From an optimization exercise on the open Yosys and OpenROAD flow, aimed at small area; shortcuts taken in it are not production practice.
In this exercise RTL edits were held to simulation tests only and were not proved equivalent to the original.
Power figures rest on the tool's default switching activity, not on a simulated workload.

File: flow/design.v
module fsms_core #(
    parameter int TICK_WIDTH  = 32,
    parameter int RANGE_WIDTH = 10,
    parameter int SWEEP_STEP  = 10
) (
    input  logic                  i_clk,
    input  logic                  i_rst_n,
    input  logic                  i_accept,
    input  logic                  i_operation,
    input  logic [9:0]            i_distance_cm,
    input  logic [31:0]           i_now_tick,
    input  logic [1:0]            i_random_pick,
    input  logic [9:0]            i_detect_limit,
    input  logic [9:0]            i_stop_limit,
    input  logic [15:0]           i_patrol_period,
    input  logic [15:0]           i_fan_max,
    input  logic [15:0]           i_pause_len,
    input  logic [15:0]           i_turn_len,
    input  logic [7:0]            i_right_sector,
    input  logic [7:0]            i_left_sector,
    output logic [7:0]            o_servo_angle,
    output logic [2:0]            o_motion,
    output logic                  o_fan_on,
    output logic [2:0]            o_mode,
    output logic                  o_fire_seen,
    output logic                  o_fire_near
);
    localparam int ANGLE_W = 8;
    localparam logic [ANGLE_W-1:0] ANGLE_MAX   = 8'd180;
    localparam logic [ANGLE_W-1:0] HOLD_CENTER = 8'd90;
    localparam logic [ANGLE_W-1:0] HOLD_HOME   = 8'd0;
    localparam logic [2:0] MODE_PATROL   = 3'd0;
    localparam logic [2:0] MODE_PAUSE    = 3'd1;
    localparam logic [2:0] MODE_TURN     = 3'd2;
    localparam logic [2:0] MODE_APPROACH = 3'd3;
    localparam logic [2:0] MODE_FAN      = 3'd4;
    localparam logic [2:0] MOT_STOP     = 3'd0;
    localparam logic [2:0] MOT_FWD      = 3'd1;
    localparam logic [2:0] MOT_REV      = 3'd2;
    localparam logic [2:0] MOT_SPIN_L   = 3'd3;
    localparam logic [2:0] MOT_SPIN_R   = 3'd4;
    localparam logic [2:0] MOT_APPROACH = 3'd5;
    localparam logic [RANGE_WIDTH-1:0] RANGE_MAX = '1;
    localparam int RANGE_RST_INT = (999 > (2**RANGE_WIDTH - 1)) ? (2**RANGE_WIDTH - 1) : 999;
    localparam logic [RANGE_WIDTH-1:0] RANGE_RST = RANGE_WIDTH'(RANGE_RST_INT);
    localparam logic [ANGLE_W-1:0] STEP = ANGLE_W'(SWEEP_STEP);
    logic [2:0]             r_mode;
    logic [2:0]             n_mode;
    logic [2:0]             r_motion;
    logic [2:0]             n_motion;
    logic [2:0]             r_patrol_motion;
    logic [2:0]             n_patrol_motion;
    logic [ANGLE_W-1:0]     r_angle;
    logic [ANGLE_W-1:0]     n_angle;
    logic [ANGLE_W-1:0]     r_hold;
    logic [ANGLE_W-1:0]     n_hold;
    logic                   r_sweep_up;
    logic                   n_sweep_up;
    logic                   r_scan;
    logic                   n_scan;
    logic                   r_fan;
    logic                   n_fan;
    logic [RANGE_WIDTH-1:0] r_range;
    logic [RANGE_WIDTH-1:0] n_range;
    logic [TICK_WIDTH-1:0]  r_patrol_dl;
    logic [TICK_WIDTH-1:0]  n_patrol_dl;
    logic [TICK_WIDTH-1:0]  r_pause_start;
    logic [TICK_WIDTH-1:0]  n_pause_start;
    logic [TICK_WIDTH-1:0]  r_turn_dl;
    logic [TICK_WIDTH-1:0]  n_turn_dl;
    logic [TICK_WIDTH-1:0]  r_fan_start;
    logic [TICK_WIDTH-1:0]  n_fan_start;
    logic [63:0]           now_wide;
    logic [TICK_WIDTH-1:0] now;
    logic                  is_ctrl;
    logic                  lost;
    logic                  far;
    logic                  patrol_due;
    logic                  turn_due;
    logic                  pause_done;
    logic                  fan_done;
    logic [TICK_WIDTH-1:0] patrol_diff;
    logic [TICK_WIDTH-1:0] turn_diff;
    logic [TICK_WIDTH-1:0] pause_el;
    logic [TICK_WIDTH-1:0] fan_el;
    logic [ANGLE_W:0]      up_sum;
    assign now_wide = {32'd0, i_now_tick};
    assign now      = now_wide[TICK_WIDTH-1:0];
    assign is_ctrl  = (i_operation == 1'b1);
    assign lost = 16'(r_range) > 16'(i_detect_limit);
    assign far  = 16'(r_range) > 16'(i_stop_limit);
    assign patrol_diff = now - r_patrol_dl;
    assign turn_diff   = now - r_turn_dl;
    assign pause_el    = now - r_pause_start;
    assign fan_el      = now - r_fan_start;
    assign patrol_due  = !patrol_diff[TICK_WIDTH-1];
    assign turn_due    = !turn_diff[TICK_WIDTH-1];
    assign pause_done  = pause_el >= TICK_WIDTH'(i_pause_len);
    assign fan_done    = fan_el >= TICK_WIDTH'(i_fan_max);
    always_comb begin
        n_mode = r_mode;
        if (is_ctrl) begin
            case (r_mode)
                MODE_PATROL: begin
                    if (!lost) n_mode = MODE_PAUSE;
                end
                MODE_PAUSE: begin
                    if (lost) begin
                        n_mode = MODE_PATROL;
                    end else if (pause_done) begin
                        if (r_angle < i_right_sector || r_angle > i_left_sector) begin
                            n_mode = MODE_TURN;
                        end else begin
                            n_mode = MODE_APPROACH;
                        end
                    end
                end
                MODE_TURN: begin
                    if (lost) n_mode = MODE_PATROL;
                    else if (turn_due) n_mode = MODE_APPROACH;
                end
                MODE_APPROACH: begin
                    if (lost) n_mode = MODE_PATROL;
                    else if (!far) n_mode = MODE_FAN;
                end
                MODE_FAN: begin
                    if (fan_done || lost) n_mode = MODE_PATROL;
                end
                default: n_mode = MODE_PATROL;
            endcase
        end
    end
    always_comb begin
        n_motion        = r_motion;
        n_patrol_motion = r_patrol_motion;
        n_hold          = r_hold;
        n_scan          = r_scan;
        n_fan           = r_fan;
        n_patrol_dl     = r_patrol_dl;
        n_pause_start   = r_pause_start;
        n_turn_dl       = r_turn_dl;
        n_fan_start     = r_fan_start;
        if (is_ctrl) begin
            case (r_mode)
                MODE_PATROL: begin
                    n_scan = 1'b1;
                    n_hold = r_angle;
                    n_fan  = 1'b0;
                    if (lost) begin
                        if (patrol_due) begin
                            n_patrol_motion = 3'(i_random_pick) + 3'd1;
                            n_patrol_dl     = now + TICK_WIDTH'(i_patrol_period);
                        end
                        n_motion = n_patrol_motion;
                    end else begin
                        n_motion      = MOT_STOP;
                        n_scan        = 1'b0;
                        n_pause_start = now;
                    end
                end
                MODE_PAUSE: begin
                    if (!lost) begin
                        if (pause_done) begin
                            if (r_angle < i_right_sector) begin
                                n_motion  = MOT_SPIN_R;
                                n_turn_dl = now + TICK_WIDTH'(i_turn_len);
                            end else if (r_angle > i_left_sector) begin
                                n_motion  = MOT_SPIN_L;
                                n_turn_dl = now + TICK_WIDTH'(i_turn_len);
                            end
                        end else begin
                            n_motion = MOT_STOP;
                        end
                    end
                end
                MODE_TURN: begin
                    if (lost || turn_due) n_motion = MOT_STOP;
                end
                MODE_APPROACH: begin
                    n_scan = 1'b0;
                    n_hold = HOLD_CENTER;
                    if (lost) begin
                        n_motion = MOT_STOP;
                        n_fan    = 1'b0;
                        n_scan   = 1'b1;
                    end else if (far) begin
                        n_motion = MOT_APPROACH;
                    end else begin
                        n_motion    = MOT_STOP;
                        n_fan       = 1'b1;
                        n_fan_start = now;
                    end
                end
                MODE_FAN: begin
                    n_motion = MOT_STOP;
                    if (fan_done || lost) begin
                        n_fan  = 1'b0;
                        n_scan = 1'b1;
                        n_hold = HOLD_HOME;
                    end
                end
                default: n_motion = MOT_STOP;
            endcase
        end
    end
    assign up_sum = {1'b0, r_angle} + {1'b0, STEP};
    always_comb begin
        n_angle    = r_angle;
        n_sweep_up = r_sweep_up;
        n_range    = r_range;
        if (!is_ctrl) begin
            if (r_scan) begin
                if (r_sweep_up) begin
                    if (up_sum >= {1'b0, ANGLE_MAX}) begin
                        n_angle    = ANGLE_MAX;
                        n_sweep_up = 1'b0;
                    end else begin
                        n_angle = up_sum[ANGLE_W-1:0];
                    end
                end else begin
                    if (r_angle <= STEP) begin
                        n_angle    = '0;
                        n_sweep_up = 1'b1;
                    end else begin
                        n_angle = r_angle - STEP;
                    end
                end
            end else begin
                n_angle = r_hold;
            end
            if (16'(i_distance_cm) > 16'(RANGE_MAX)) n_range = RANGE_MAX;
            else n_range = RANGE_WIDTH'(i_distance_cm);
        end
    end
    always_ff @(posedge i_clk) begin
        if (!i_rst_n) begin
            r_mode          <= MODE_PATROL;
            r_motion        <= MOT_STOP;
            r_patrol_motion <= MOT_STOP;
            r_angle         <= '0;
            r_hold          <= HOLD_CENTER;
            r_sweep_up      <= 1'b1;
            r_scan          <= 1'b1;
            r_fan           <= 1'b0;
            r_range         <= RANGE_RST;
            r_patrol_dl     <= '0;
            r_pause_start   <= '0;
            r_turn_dl       <= '0;
            r_fan_start     <= '0;
        end else if (i_accept) begin
            r_mode          <= n_mode;
            r_motion        <= n_motion;
            r_patrol_motion <= n_patrol_motion;
            r_angle         <= n_angle;
            r_hold          <= n_hold;
            r_sweep_up      <= n_sweep_up;
            r_scan          <= n_scan;
            r_fan           <= n_fan;
            r_range         <= n_range;
            r_patrol_dl     <= n_patrol_dl;
            r_pause_start   <= n_pause_start;
            r_turn_dl       <= n_turn_dl;
            r_fan_start     <= n_fan_start;
        end
    end
    assign o_servo_angle = n_angle;
    assign o_motion      = n_motion;
    assign o_fan_on      = n_fan;
    assign o_mode        = n_mode;
    assign o_fire_seen   = 16'(n_range) <= 16'(i_detect_limit);
    assign o_fire_near   = 16'(n_range) <= 16'(i_stop_limit);
endmodule
module fire_seek_mode_sequencer #(
    parameter int TICK_WIDTH  = 32,
    parameter int RANGE_WIDTH = 10,
    parameter int SWEEP_STEP  = 10
) (
    input  logic        i_clk,
    input  logic        i_rst_n,
    input  logic        i_in_valid,
    output logic        i_in_ready,
    input  logic        i_in_operation,
    input  logic [9:0]  i_in_distance_cm,
    input  logic [31:0] i_in_now_tick,
    input  logic [1:0]  i_in_random_pick,
    input  logic        i_cfg_valid,
    output logic        i_cfg_ready,
    input  logic [2:0]  i_cfg_index,
    input  logic [15:0] i_cfg_data,
    output logic        o_out_valid,
    input  logic        o_out_ready,
    output logic [7:0]  o_out_servo_angle,
    output logic [2:0]  o_out_motion,
    output logic        o_out_fan_on,
    output logic [2:0]  o_out_mode,
    output logic        o_out_fire_seen,
    output logic        o_out_fire_near
);
    localparam logic [2:0] CFG_DETECT_LIMIT  = 3'd0;
    localparam logic [2:0] CFG_STOP_LIMIT    = 3'd1;
    localparam logic [2:0] CFG_PATROL_PERIOD = 3'd2;
    localparam logic [2:0] CFG_FAN_MAX       = 3'd3;
    localparam logic [2:0] CFG_PAUSE         = 3'd4;
    localparam logic [2:0] CFG_TURN          = 3'd5;
    localparam logic [2:0] CFG_RIGHT_SECTOR  = 3'd6;
    localparam logic [2:0] CFG_LEFT_SECTOR   = 3'd7;
    logic [9:0]  r_detect_limit;
    logic [9:0]  r_stop_limit;
    logic [15:0] r_patrol_period;
    logic [15:0] r_fan_max;
    logic [15:0] r_pause_len;
    logic [15:0] r_turn_len;
    logic [7:0]  r_right_sector;
    logic [7:0]  r_left_sector;
    logic [7:0]  res_servo_angle;
    logic [2:0]  res_motion;
    logic        res_fan_on;
    logic [2:0]  res_mode;
    logic        res_fire_seen;
    logic        res_fire_near;
    logic [7:0]  r_out_servo_angle;
    logic [2:0]  r_out_motion;
    logic        r_out_fan_on;
    logic [2:0]  r_out_mode;
    logic        r_out_fire_seen;
    logic        r_out_fire_near;
    logic        r_out_valid;
    logic        in_acc;
    assign i_in_ready = !r_out_valid || o_out_ready;
    assign in_acc     = i_in_valid && i_in_ready;
    assign i_cfg_ready = 1'b1;
    always_ff @(posedge i_clk) begin
        if (!i_rst_n) begin
            r_detect_limit  <= 10'd300;
            r_stop_limit    <= 10'd50;
            r_patrol_period <= 16'd3000;
            r_fan_max       <= 16'd5000;
            r_pause_len     <= 16'd300;
            r_turn_len      <= 16'd1308;
            r_right_sector  <= 8'd60;
            r_left_sector   <= 8'd120;
        end else if (i_cfg_valid) begin
            case (i_cfg_index)
                CFG_DETECT_LIMIT:  r_detect_limit  <= i_cfg_data[9:0];
                CFG_STOP_LIMIT:    r_stop_limit    <= i_cfg_data[9:0];
                CFG_PATROL_PERIOD: r_patrol_period <= i_cfg_data[15:0];
                CFG_FAN_MAX:       r_fan_max       <= i_cfg_data[15:0];
                CFG_PAUSE:         r_pause_len     <= i_cfg_data[15:0];
                CFG_TURN:          r_turn_len      <= i_cfg_data[15:0];
                CFG_RIGHT_SECTOR:  r_right_sector  <= i_cfg_data[7:0];
                CFG_LEFT_SECTOR:   r_left_sector   <= i_cfg_data[7:0];
                default:           r_left_sector   <= r_left_sector;
            endcase
        end
    end
    fsms_core #(
        .TICK_WIDTH  (TICK_WIDTH),
        .RANGE_WIDTH (RANGE_WIDTH),
        .SWEEP_STEP  (SWEEP_STEP)
    ) u_core (
        .i_clk           (i_clk),
        .i_rst_n         (i_rst_n),
        .i_accept        (in_acc),
        .i_operation     (i_in_operation),
        .i_distance_cm   (i_in_distance_cm),
        .i_now_tick      (i_in_now_tick),
        .i_random_pick   (i_in_random_pick),
        .i_detect_limit  (r_detect_limit),
        .i_stop_limit    (r_stop_limit),
        .i_patrol_period (r_patrol_period),
        .i_fan_max       (r_fan_max),
        .i_pause_len     (r_pause_len),
        .i_turn_len      (r_turn_len),
        .i_right_sector  (r_right_sector),
        .i_left_sector   (r_left_sector),
        .o_servo_angle   (res_servo_angle),
        .o_motion        (res_motion),
        .o_fan_on        (res_fan_on),
        .o_mode          (res_mode),
        .o_fire_seen     (res_fire_seen),
        .o_fire_near     (res_fire_near)
    );
    always_ff @(posedge i_clk) begin
        if (!i_rst_n) begin
            r_out_valid <= 1'b0;
        end else if (in_acc) begin
            r_out_valid <= 1'b1;
        end else if (o_out_ready) begin
            r_out_valid <= 1'b0;
        end
    end
    always_ff @(posedge i_clk) begin
        if (in_acc) begin
            r_out_servo_angle <= res_servo_angle;
            r_out_motion      <= res_motion;
            r_out_fan_on      <= res_fan_on;
            r_out_mode        <= res_mode;
            r_out_fire_seen   <= res_fire_seen;
            r_out_fire_near   <= res_fire_near;
        end
    end
    assign o_out_valid       = r_out_valid;
    assign o_out_servo_angle = r_out_servo_angle;
    assign o_out_motion      = r_out_motion;
    assign o_out_fan_on      = r_out_fan_on;
    assign o_out_mode        = r_out_mode;
    assign o_out_fire_seen   = r_out_fire_seen;
    assign o_out_fire_near   = r_out_fire_near;
endmodule
File: flow/run.sh
#!/bin/bash
# synth_recipe.tcl (not shown) runs the flow's synth.tcl, then flattens the netlist and writes it again
# the make line also repeats each setting of config.mk as NAME=value (left out here)
make -C /OpenROAD-flow-scripts/flow DESIGN_CONFIG=/design/flow/config.mk WORK_HOME=/design/flow/orfs CLKGATE_MAP_FILE= SYNTH_SCRIPT=/design/flow/synth_recipe.tcl finish
File: flow/config.mk
export PLATFORM = sky130hd
export DESIGN_NAME = fire_seek_mode_sequencer
export DESIGN_NICKNAME = fire_seek_mode_sequencer
export VERILOG_FILES = /design/flow/design.v
export SDC_FILE = /design/flow/constraint.sdc
export NUM_CORES = 4
export LEC_CHECK = 0
export CAP_MARGIN = 20
export CORE_MARGIN = 2
export CORE_UTILIZATION = 40
export SLEW_MARGIN = 20
File: flow/constraint.sdc
create_clock -name core_clock -period 10.0 [get_ports {i_clk}]
set_input_delay 2.0000 -clock core_clock [delete_from_list [all_inputs] [get_ports {i_clk}]]
set_output_delay 2.0000 -clock core_clock [all_outputs]
set_load 0.01 [all_outputs]
==> reports/qor.csv <==
stage,metric,value,unit
run_status,outcome,no timing/DRC/antenna violations,
floorplan,Initial Util,0.4055,
global_routing,largest net degree at the start of global routing,88,
clock_network,post-CTS sizing,0,
finish,nets@finish,3055,
timing,Max-Slew Margin vs Limit,0.3544,
timing,final setup fails,0,
timing,measured slew at the worst slew-check pin,0.9685,ns
clock_network,CTS Buf Count,36,
route,1st-pass router iterations,7,
power,Pleak,8.908,nW
place,Final HPWL DP,47980,um
route,metal3 WL,2535,um
timing,Worst Hold Slack,0.4521,ns
critical_path,CP Launch Type,input pin,
clock_network,Bufs on Longest Clock Path,3,
finish,most frequent cells in the layout,"395 x nand2_1, 273 x a21oi_1, 267 x dfxtp_1, 245 x ha_1, 241 x inv_1",
timing,RSZ-0062 raised after global routing,false,
timing,PnR worst setup slack,2.281,ns
timing,Fin Clk Skew,0.02675,ns
run,max-cap violations,0,
floorplan,IO Count,89,
power,Seq pwr share,0.388,
finish,"most common cell after layout, fill and taps aside",nand2_1,
power,Psw,0.0009430,W
critical_path,Worst Path Required,10.45,ns
synth,"Avg Cell Area, Syn",7.694,sq um
power,maximum VDD drop,0.0001012,V
synth,register area share after synthesis,0.2809,
global_routing,vias in the first global route,17770,
place,I/O Buffers,87,
route,DR WL met2,29670,um
synth,Gate Count Post-Synth,2709,
finish,area delta synth->final,12.26,%
clock_network,CTS root buf,clkbuf_16,
timing,Final Cycle Share,0.7719,
timing,final-report hold violation count,0,
critical_path,worst reg-to-reg path cell count,20,
route,Final ANT Viol Nets,0,
timing,Peak Freq,129.6,MHz
clock_network,CTS tree,built,
floorplan,Die Y,232.3,um
route,Vias per Instance,5.572,
critical_path,crit end category,register,
clock_network,clock sink total,284,
synth,mapped cell area,0.02084,sq mm
clock_network,clock latency on the worst-skew pair,0.56,ns
route,WL per Instance,18.39,um
clock_network,Post CTS Setup Buffer Count,0,
place,RD Place Congestion,0.9187,
synth,Main synth FF type,dfxtp_1,
route,Post-Route WL,63300,um
synth,number of synthesized flops with an enable pin,17,
route,drt drc,0,
timing,max-slew violations,0,
global_routing,total gr overflow,0,
min_path,hold path depth,2,
power,Switching Fraction,0.3032,
synth,Cell variety after synth,87,
floorplan,Rows,83,
critical_path,WS Path Type,input pin to register,
global_routing,Tot GR Track Use,0.2305,
clock_network,Worst-path clk slew,0.06,ns
synth,largest area contributor in the netlist,dfxtp_1,
synth,"top cells by area, synth","dfxtp_1 26%, ha_1 15%, nand2_1 7.1%",
finish,share of cells above drive strength 1,0.05105,
critical_path,peak fanout along the critical path,18,
timing,setup TNS,0,ns
global_routing,first-pass GRT wire length,99040,um
power,PD cells,132.9,mW/mm^2
clock_network,number of H-tree levels,2,
synth,post-synth net total,3027,
route,routed length on met1,29910,um
timing,min Tclk post-route,7.719,ns
synth,asr flop ratio synth,0,
floorplan,total core area,0.05141,sq mm
min_path,Hold Crit Class,register to register,
route,DR iter-0 viols,1616,
power,clock power share,0.399,
synth,synthesized flop and latch total,284,
global_routing,initial antenna violation count,0,
route,total number of vias,19190,
critical_path,"Arr. time, crit path",8.17,ns
synth,Ys Warns,2,
finish,Fill cells,5140,
clock_network,Hold Buf Count CTS,0,
power,internal power,0.002168,W
floorplan,DIE AREA,0.05395,sq mm
place,Post-Place Worst Slack,1.827,ns
floorplan,die width,232.3,um
power,combinational power share,0.213,
route,DR top layer,met4,
synth,top cell type's share of synthesized area,0.2565,
routing by layer:
| metal | up-vias | GRT usage |
|---|---|---|
| met5 | - | 0 |
| met4 | 0 | 0.05889 |
| met3 | 62 | 0.02296 |
| met2 | 437 | 0.3845 |
| met1 | 9108 | 0.3169 |
| li1 | 9579 | - |
cell families after synthesis:
| family | synth area share |
|---|---|
| fa+ha+maj | 0.1509 |
| buf+inv | 0.06850 |
| xor+xnor | 0.04070 |
| simple gates | 0.2012 |
| other cells | 0.0001799 |
| compound gates | 0.2192 |
| mux | 0.03842 |
| flops | 0.2809 |
layout make-up:
class                           count  area (sq um)  area share
Multi-Input combinational cell   2056         13590      0.5806
Sequential cell                   284          5856      0.2503
Timing Repair Buffer              116          1084     0.04631
Clock buffer                       56          1057     0.04519
Inverter                          243         917.1     0.03920
Tap cell                          680         850.8     0.03636
Clock inverter                      7         45.04    0.001925
Antenna cell                        1         2.502   0.0001070
sequential cells by signal (all words and copies together), names as in the netlist, 3 cells and up:
register	count
u_core.r_turn_dl	32
u_core.r_motion	3
r_stop_limit	10
r_patrol_period	16
r_out_mode	3
u_core.r_range	10
r_detect_limit	10
u_core.r_mode	3
r_fan_max	16
r_left_sector	8
u_core.r_patrol_dl	32
r_out_servo_angle	8
r_turn_len	16
u_core.r_hold	8
r_right_sector	8
u_core.r_angle	8
r_out_motion	3
r_pause_len	16
u_core.r_pause_start	32
u_core.r_patrol_motion	3
u_core.r_fan_start	32
critical path, cell delays in order:
cell and delay, ns:
clkdlybuf4s50_1 0.65, ha_1 0.49, o211ai_1 0.12, a21oi_2 0.21, o21ai_2 0.13, a211oi_1 0.69
nand2b_1 0.26, xor2_1 0.18, ha_1 0.26, nand4_1 0.14, nor2_1 0.12, a2111oi_0 0.40
and4bb_1 0.24, o2111ai_1 0.12, nor4_1 0.32, o2111ai_1 0.26, nor4_4 0.44, a31o_2 0.54
nor2_2 0.31, a211oi_1 0.28
cell usage after synthesis (all sizes together), types with 48 or more instances:
| cell type | n |
|---|---|
| ha | 245 |
| mux2i | 65 |
| a21oi | 276 |
| nor2 | 178 |
| o21ai | 133 |
| xor2 | 48 |
| inv | 242 |
| nand2 | 395 |
| clkbuf | 110 |
| a211oi | 50 |
| xnor2 | 48 |
| dfxtp | 267 |
| nand3 | 99 |
| a21o | 66 |
| o211ai | 48 |
per-stage QoR:
step | util | power, W | cell area (sq um) | instances
final | 0.4552 | 0.003111 | 23400 | 3443
after global routing | 0.4551 | 0.003259 | 23390 | 3442
after CTS | 0.4551 | 0.003142 | 23390 | 3442
after detailed placement | 0.4337 | 0.001887 | 22290 | 3379
after global placement | 0.4335 | 0.001877 | 22290 | 3378
after floorplan | - | 0.001670 | 20840 | 2709
final timing paths:
check | startpoint | end | slack [ns]
setup / recovery | i_in_now_tick[4] | u_core.r_turn_dl[27] | 2.28
hold / removal | u_core.r_pause_start[30] | u_core.r_pause_start[30] | 0.45
setup reg to reg | u_core.r_pause_start[2] | u_core.r_turn_dl[27] | 4.14
hold reg to reg | u_core.r_pause_start[30] | u_core.r_pause_start[30] | 0.45
power groups by stage:
stage | clock network (W) | logic, W | registers, W
6_report | 0.00124 | 0.000662 | 0.00121
5_1_grt | 0.00131 | 0.000738 | 0.00121
4_1_cts | 0.00127 | 0.000660 | 0.00121
3_5_place_dp | 0 | 0.000656 | 0.00123
3_3_place_gp | 0 | 0.000646 | 0.00123
2_1_floorplan | 0 | 0.000446 | 0.00122

## port drivers added, routing unchanged
Ports are ideal in the flow. The routed layout listed here was re-timed in OpenROAD.
Step 1, drivers: a clkbuf_16 drives i_clk and a buf_2 each remaining input, both assumed.
Step 2 times the ports against the registers' clock, not the clock port: input delays grow and output delays shrink by t, the midpoint of the rising clock arrivals with the driver on.
Three values: ideal, step 1, step 2; two values: the first two.
shift t [ns]: 0.601
setup slack, ns: 2.281 / 2.314 / 1.713
hold slack, ns: 0.452 / 0.452 / 0.452
slew at the worst register clock pin (ns): 0.07 / 0.07
worst data-port slew with drivers (ns): 0.07
After both steps this run still meets setup and hold. The setup slack of this run moves by +0.033 ns with the drivers and by -0.568 ns with both steps.
